This design comes from an exercise in tuning for small area, a short achievable clock period and few clock cycles per item on the open sky130 flow, not from production work. In this exercise RTL edits were held to simulation tests only and were not proved equivalent to the original. No activity file was given, so power comes from the tool's default toggle rates.

==> flow/design.v (excerpt) <==
module fft_bitrev_buf
(
  input  logic clk,
  input  logic rst,
  input  logic din_vld,
  input  logic din_last,
  input  logic [9:0] din_re,
  input  logic [9:0] din_im,
  input  logic dout_rdy,
  output logic din_rdy,
  output logic dout_vld,
  output logic dout_last,
  output logic [5:0] dout_idx,
  output logic [9:0] dout_re,
  output logic [9:0] dout_im,
  output logic err_frame
);
  function automatic logic [5:0] bitrev(input logic [5:0] v);
    logic [5:0] r;
    for (int i = 0; i < 6; i++)
      r[i] = v[5-i];
    bitrev = r;
  endfunction
  function automatic logic [7:0] onehot3(input logic [2:0] v);
    onehot3 = 8'd1 << v;
  endfunction
  function automatic logic [5:0] rd_slot(input logic p, input logic [5:0] c);
    rd_slot = p ? c : bitrev(c);
  endfunction
  logic [19:0] in_data;     
  logic        in_vld;
  logic [5:0]  acc_cnt;     
  logic [5:0]  wr_cnt;      
  logic        wr_par;      
  logic        free_q;      
  logic        rdy_q;
  logic [5:0]  rd_cnt;      
  logic        rd_par;      
  logic [7:0]  rd_hi;       
  logic [7:0]  rd_lo;       
  logic [1:0]  n_full;      
  logic        vld_q;
  logic [19:0] out_data;
  logic [5:0]  out_idx;
  logic        out_last;
  logic        acc;
  logic        acc_wrap;
  logic        we;
  logic        wr_wrap;
  ...
Size: roughly 2900 cells after synthesis, about 0.050 mm2 of cells after synthesis.
clock: 6.5 ns
lec_check: 0
cap_margin: 20
core_margin: 2
core_utilization: 55
cts_buf_list: sky130_fd_sc_hd__clkbuf_16
cts_cluster_diameter: 80
cts_cluster_size: 25
setup_slack_margin: 4.0
slew_margin: 20
run.sh (not shown) runs the stock make flow with config.mk's settings and CLKGATE_MAP_FILE= SYNTH_SCRIPT=/design/flow/synth_recipe.tcl, a recipe that flattens the netlist after the stock synthesis.
The first run completed without violations.
Testbench counts at the start, summed over its fixed seeds: cycles 19,909, samples 16,384.
Edit:
Settings changed: CORE_UTILIZATION 55 to 40, CTS_BUF_LIST sky130_fd_sc_hd__clkbuf_16 to default, CTS_CLUSTER_DIAMETER 80 to default, CTS_CLUSTER_SIZE 25 to default, SETUP_SLACK_MARGIN 4.0 to 3.9.
- The changed run ran to the end with no violations
- total power grows by about a fifth
- area after synthesis stays the same
- count of clock-buffer cells in the layout grows by 121
Edit:
Settings changed: CTS_BUF_LIST from default to sky130_fd_sc_hd__clkbuf_16, CTS_CLUSTER_DIAMETER from default to 80, CTS_CLUSTER_SIZE from default to 25, SETUP_SLACK_MARGIN 3.9 to 4.0.
=> The changed run ran to the end with no violations. Via count shrinks by 1.9%. First-iteration DRC count shrinks by 3.7%. Worst setup slack is better by 110 ps. Non-clock buffer count grows by 3. Worst hold slack is worse by 4.6 ps. Synthesized cell count is unchanged. Wire length shrinks by 2.1%. Area after synthesis does not change.

---

== v6 ==
Another version of the RTL of fft_bitrev_buf (not shown whole).
For scale: ~4,600 cells after synthesis, roughly 1,400 flip-flops, about 55 I/O pins, ~53,000 um^2 of cells after synthesis.
clock: 6.5 ns
lec_check: 0
cap_margin: 20
core_margin: 2
core_utilization: 55
cts_buf_list: sky130_fd_sc_hd__clkbuf_16
cts_cluster_diameter: 80
cts_cluster_size: 25
setup_slack_margin: 4.1
slew_margin: 20
synth_hierarchical: 1
Testbench counts of v6, summed over its fixed seeds: cycles 19,909, samples 16,384.
Modified inputs, v7 compared to v6
- GPL_ROUTABILITY_DRIVEN now 0, previously not set
- SETUP_SLACK_MARGIN now 4.0, was 4.1
--- outcome ---
Headroom to the max-slew limit was higher in the run labelled v7. Sort v7 and v6 by sequential share of cell area, ascending, and v6 comes first. [v7 vs v6] post-synthesis to final-layout area growth: lower in v7. For the number of diodes, v7 came in 5 lower than v6 did. Proportion of power drawn by combinational gates delta (v7 -> v6): insignificant. In v7 the power share of the clock group turned out 0.5 points lower than in v6. v7 vs v6: tightest hold margin down. There was hardly any difference in post-placement cell area between v6 and v7. Of v7 and v6, the run reporting the lower power was v7. Relative to v6, the wire length of v7 is lower by about 5%.

---

Setup of rev 12:
fft_bitrev_buf again, from the RTL that the note above started with.
Settings: LEC_CHECK=0, CAP_MARGIN=20, CORE_MARGIN=2, CORE_UTILIZATION=55, CTS_BUF_LIST=sky130_fd_sc_hd__clkbuf_16, CTS_CLUSTER_DIAMETER=80, CTS_CLUSTER_SIZE=25, SETUP_SLACK_MARGIN=3.9, SLEW_MARGIN=20, SYNTH_HIERARCHICAL=1; clock period 6.5 ns.
In summary, rev 12 completed successfully, with a layout that passed the timing, DRC and antenna checks.
Testbench counts of rev 12, summed over its fixed seeds: cycles 19,909, samples 16,384.
Edits applied to the flow inputs when going from rev 12 to rev 13:
Settings: swapping 3.9 for 4.0 in SETUP_SLACK_MARGIN; swapping 25 for 16 in CTS_CLUSTER_SIZE; swapping sky130_fd_sc_hd__clkbuf_16 for sky130_fd_sc_hd__clkbuf_8 sky130_fd_sc_hd__clkbuf_16 in CTS_BUF_LIST; swapping 80 for 60 in CTS_CLUSTER_DIAMETER.
Results
Comparing rev 12 with rev 13, the number of buffer and inverter stages on the critical path came out essentially unchanged. Re number of clock buffers inserted by TritonCTS: rev 12 and rev 13 aren't equal, and the higher value belongs to rev 13. Looking at mean routed wirelength per cell, rev 13 sits about 1.7% lower than rev 12 does. Hold-critical path depth for rev 13 is higher than for rev 12. Compared to rev 12, the router laid down less metal wire for rev 13. Diff rev 12 -> rev 13: part of the total power dissipated in the clock network shows an increase of 8.4 points, number of clock buffers in the layout climbed 76%, post-route clock period utilization shows a reduction of 1.3 points, total power has increased.

---

fft_bitrev_buf again, from the RTL that the note above started with.
clock: 6.5 ns
lec_check: 0
cap_margin: 20
core_margin: 2
core_utilization: 55
cts_buf_list: sky130_fd_sc_hd__clkbuf_16
cts_cluster_diameter: 80
cts_cluster_size: 25
setup_slack_margin: 4.0
slew_margin: 20
synth_hierarchical: 1
tns_end_percent: 10
The baseline completed with no timing, DRC or antenna violations.
Testbench counts at the start, summed over its fixed seeds: cycles 19,909, samples 16,384.
Then changed:
Settings changed: CORE_UTILIZATION 55 to 60, TNS_END_PERCENT 10 to default.
=>
- routed wire length shrinks by 4.9%
- count of clock-buffer cells in the layout rose by 2
- final area barely changes
- clock skew hardly moves
Then changed:
Settings changed: CORE_UTILIZATION 60 to 55.
The changed run produced a clean layout.
Routed wire length went up by a few percent.
Maximum frequency went up by a few percent.
Area after synthesis stays the same.

---

main:
fft_bitrev_buf with an RTL version that a note above also has.
For scale: roughly 1400 flip-flops, about 55 I/O pins, about 50000 um2 of cells after synthesis.
## fft_bitrev_buf
module fft_bitrev_buf
(
  input  logic clk,
  input  logic rst,
  input  logic din_vld,
  input  logic din_last,
  input  logic [9:0] din_re,
  input  logic [9:0] din_im,
  input  logic dout_rdy,
  output logic din_rdy,
  output logic dout_vld,
  output logic dout_last,
  output logic [5:0] dout_idx,
  output logic [9:0] dout_re,
  output logic [9:0] dout_im,
  output logic err_frame
);
Settings: LEC_CHECK=0, CAP_MARGIN=20, CORE_MARGIN=2, CORE_UTILIZATION=40, CTS_BUF_LIST=sky130_fd_sc_hd__clkbuf_16, CTS_CLUSTER_DIAMETER=80, CTS_CLUSTER_SIZE=25, SETUP_SLACK_MARGIN=4.1, SLEW_MARGIN=20; clock period 6.5 ns.
Testbench counts of main, summed over its fixed seeds: cycles 19,909, samples 16,384.
Modified inputs, the feature branch compared to main
--- a/flow/config.mk
+++ b/flow/config.mk
@@ -10,6 +10,6 @@
 export CORE_UTILIZATION = 40
 export CTS_BUF_LIST = sky130_fd_sc_hd__clkbuf_16
-export CTS_CLUSTER_DIAMETER = 80
-export CTS_CLUSTER_SIZE = 25
-export SETUP_SLACK_MARGIN = 4.1
+export CTS_CLUSTER_DIAMETER = 100
+export CTS_CLUSTER_SIZE = 32
+export SETUP_SLACK_MARGIN = 4.0
 export SLEW_MARGIN = 20
Findings:
From main to the feature branch the numbers moved as follows: clock-pin slew on the worst setup and hold paths moved up, final standard cell area without fillers moved down, non-clock buffer count moved down, buffer share of cell area level. Sort the feature branch and main by post-CTS repair timing setup buffer count, descending, and the feature branch comes first. The feature branch vs main, internal power went down by about 4%. Final weighted congestion in routability-driven placement came out higher on the feature branch than on main. Maximum number of pins on one net before global-route repair (main / the feature branch): 0.800. Looking at power, the feature branch sits 3.8% lower than main does.

-- port drivers added, routing unchanged --
No port has a modelled driver above. Below, the same layouts with a new extraction and two added sets of constraints. Step 1, drivers: a clkbuf_16 drives clk and a buf_2 each remaining input, both assumed. Step 2 also shifts input and output timing later by t, the mid clock arrival at the registers, as if the neighbouring blocks saw the same clock. Three values: ideal ports, drivers, drivers and shift; two values: the first two.
run | t (ns) | setup WS [ns] | hold WS [ns] | worst setup path at the end | worst slew at a driven data input, ns
the first run of note 1 | 0.718 | 3.951 / 3.877 / 3.418 | 0.475 / 0.475 / 0.475 | input to register | 0.04
the second run of note 1 | 0.817 | 3.833 / 3.816 / 3.066 | 0.474 / 0.474 / 0.474 | input to register | 0.04
the third run of note 1 | 0.744 | 3.938 / 3.877 / 3.383 | 0.469 / 0.469 / 0.469 | input to register | 0.04
v6 | 0.750 | 3.975 / 3.904 / 3.484 | 0.478 / 0.478 / 0.478 | input to register | 0.04
v7 | 0.752 | 3.941 / 3.903 / 3.371 | 0.469 / 0.469 / 0.469 | input to register | 0.04
rev 12 | 0.747 | 3.863 / 3.849 / 3.571 | 0.479 / 0.479 / 0.479 | input to register | 0.03
rev 13 | 0.786 | 3.948 / 3.871 / 3.554 | 0.464 / 0.464 / 0.464 | input to register | 0.04
the first run of note 4 | 0.749 | 3.855 / 3.836 / 3.605 | 0.478 / 0.478 / 0.478 | input to register | 0.03
the second run of note 4 | 0.728 | 3.888 / 3.888 / 3.491 | 0.469 / 0.469 / 0.469 | input to register | 0.04
the third run of note 4 | 0.752 | 3.941 / 3.903 / 3.371 | 0.469 / 0.469 / 0.469 | input to register | 0.04
main | 0.731 | 3.950 / 3.874 / 3.550 | 0.477 / 0.477 / 0.477 | input to register | 0.04
the feature branch | 0.758 | 3.901 / 3.858 / 3.369 | 0.475 / 0.475 / 0.475 | input to register | 0.04
After both steps setup and hold are still met in every run listed. For the second run of note 1, which loses most, drivers alone change the setup slack by -0.017 ns; drivers and shift together by -0.767 ns.
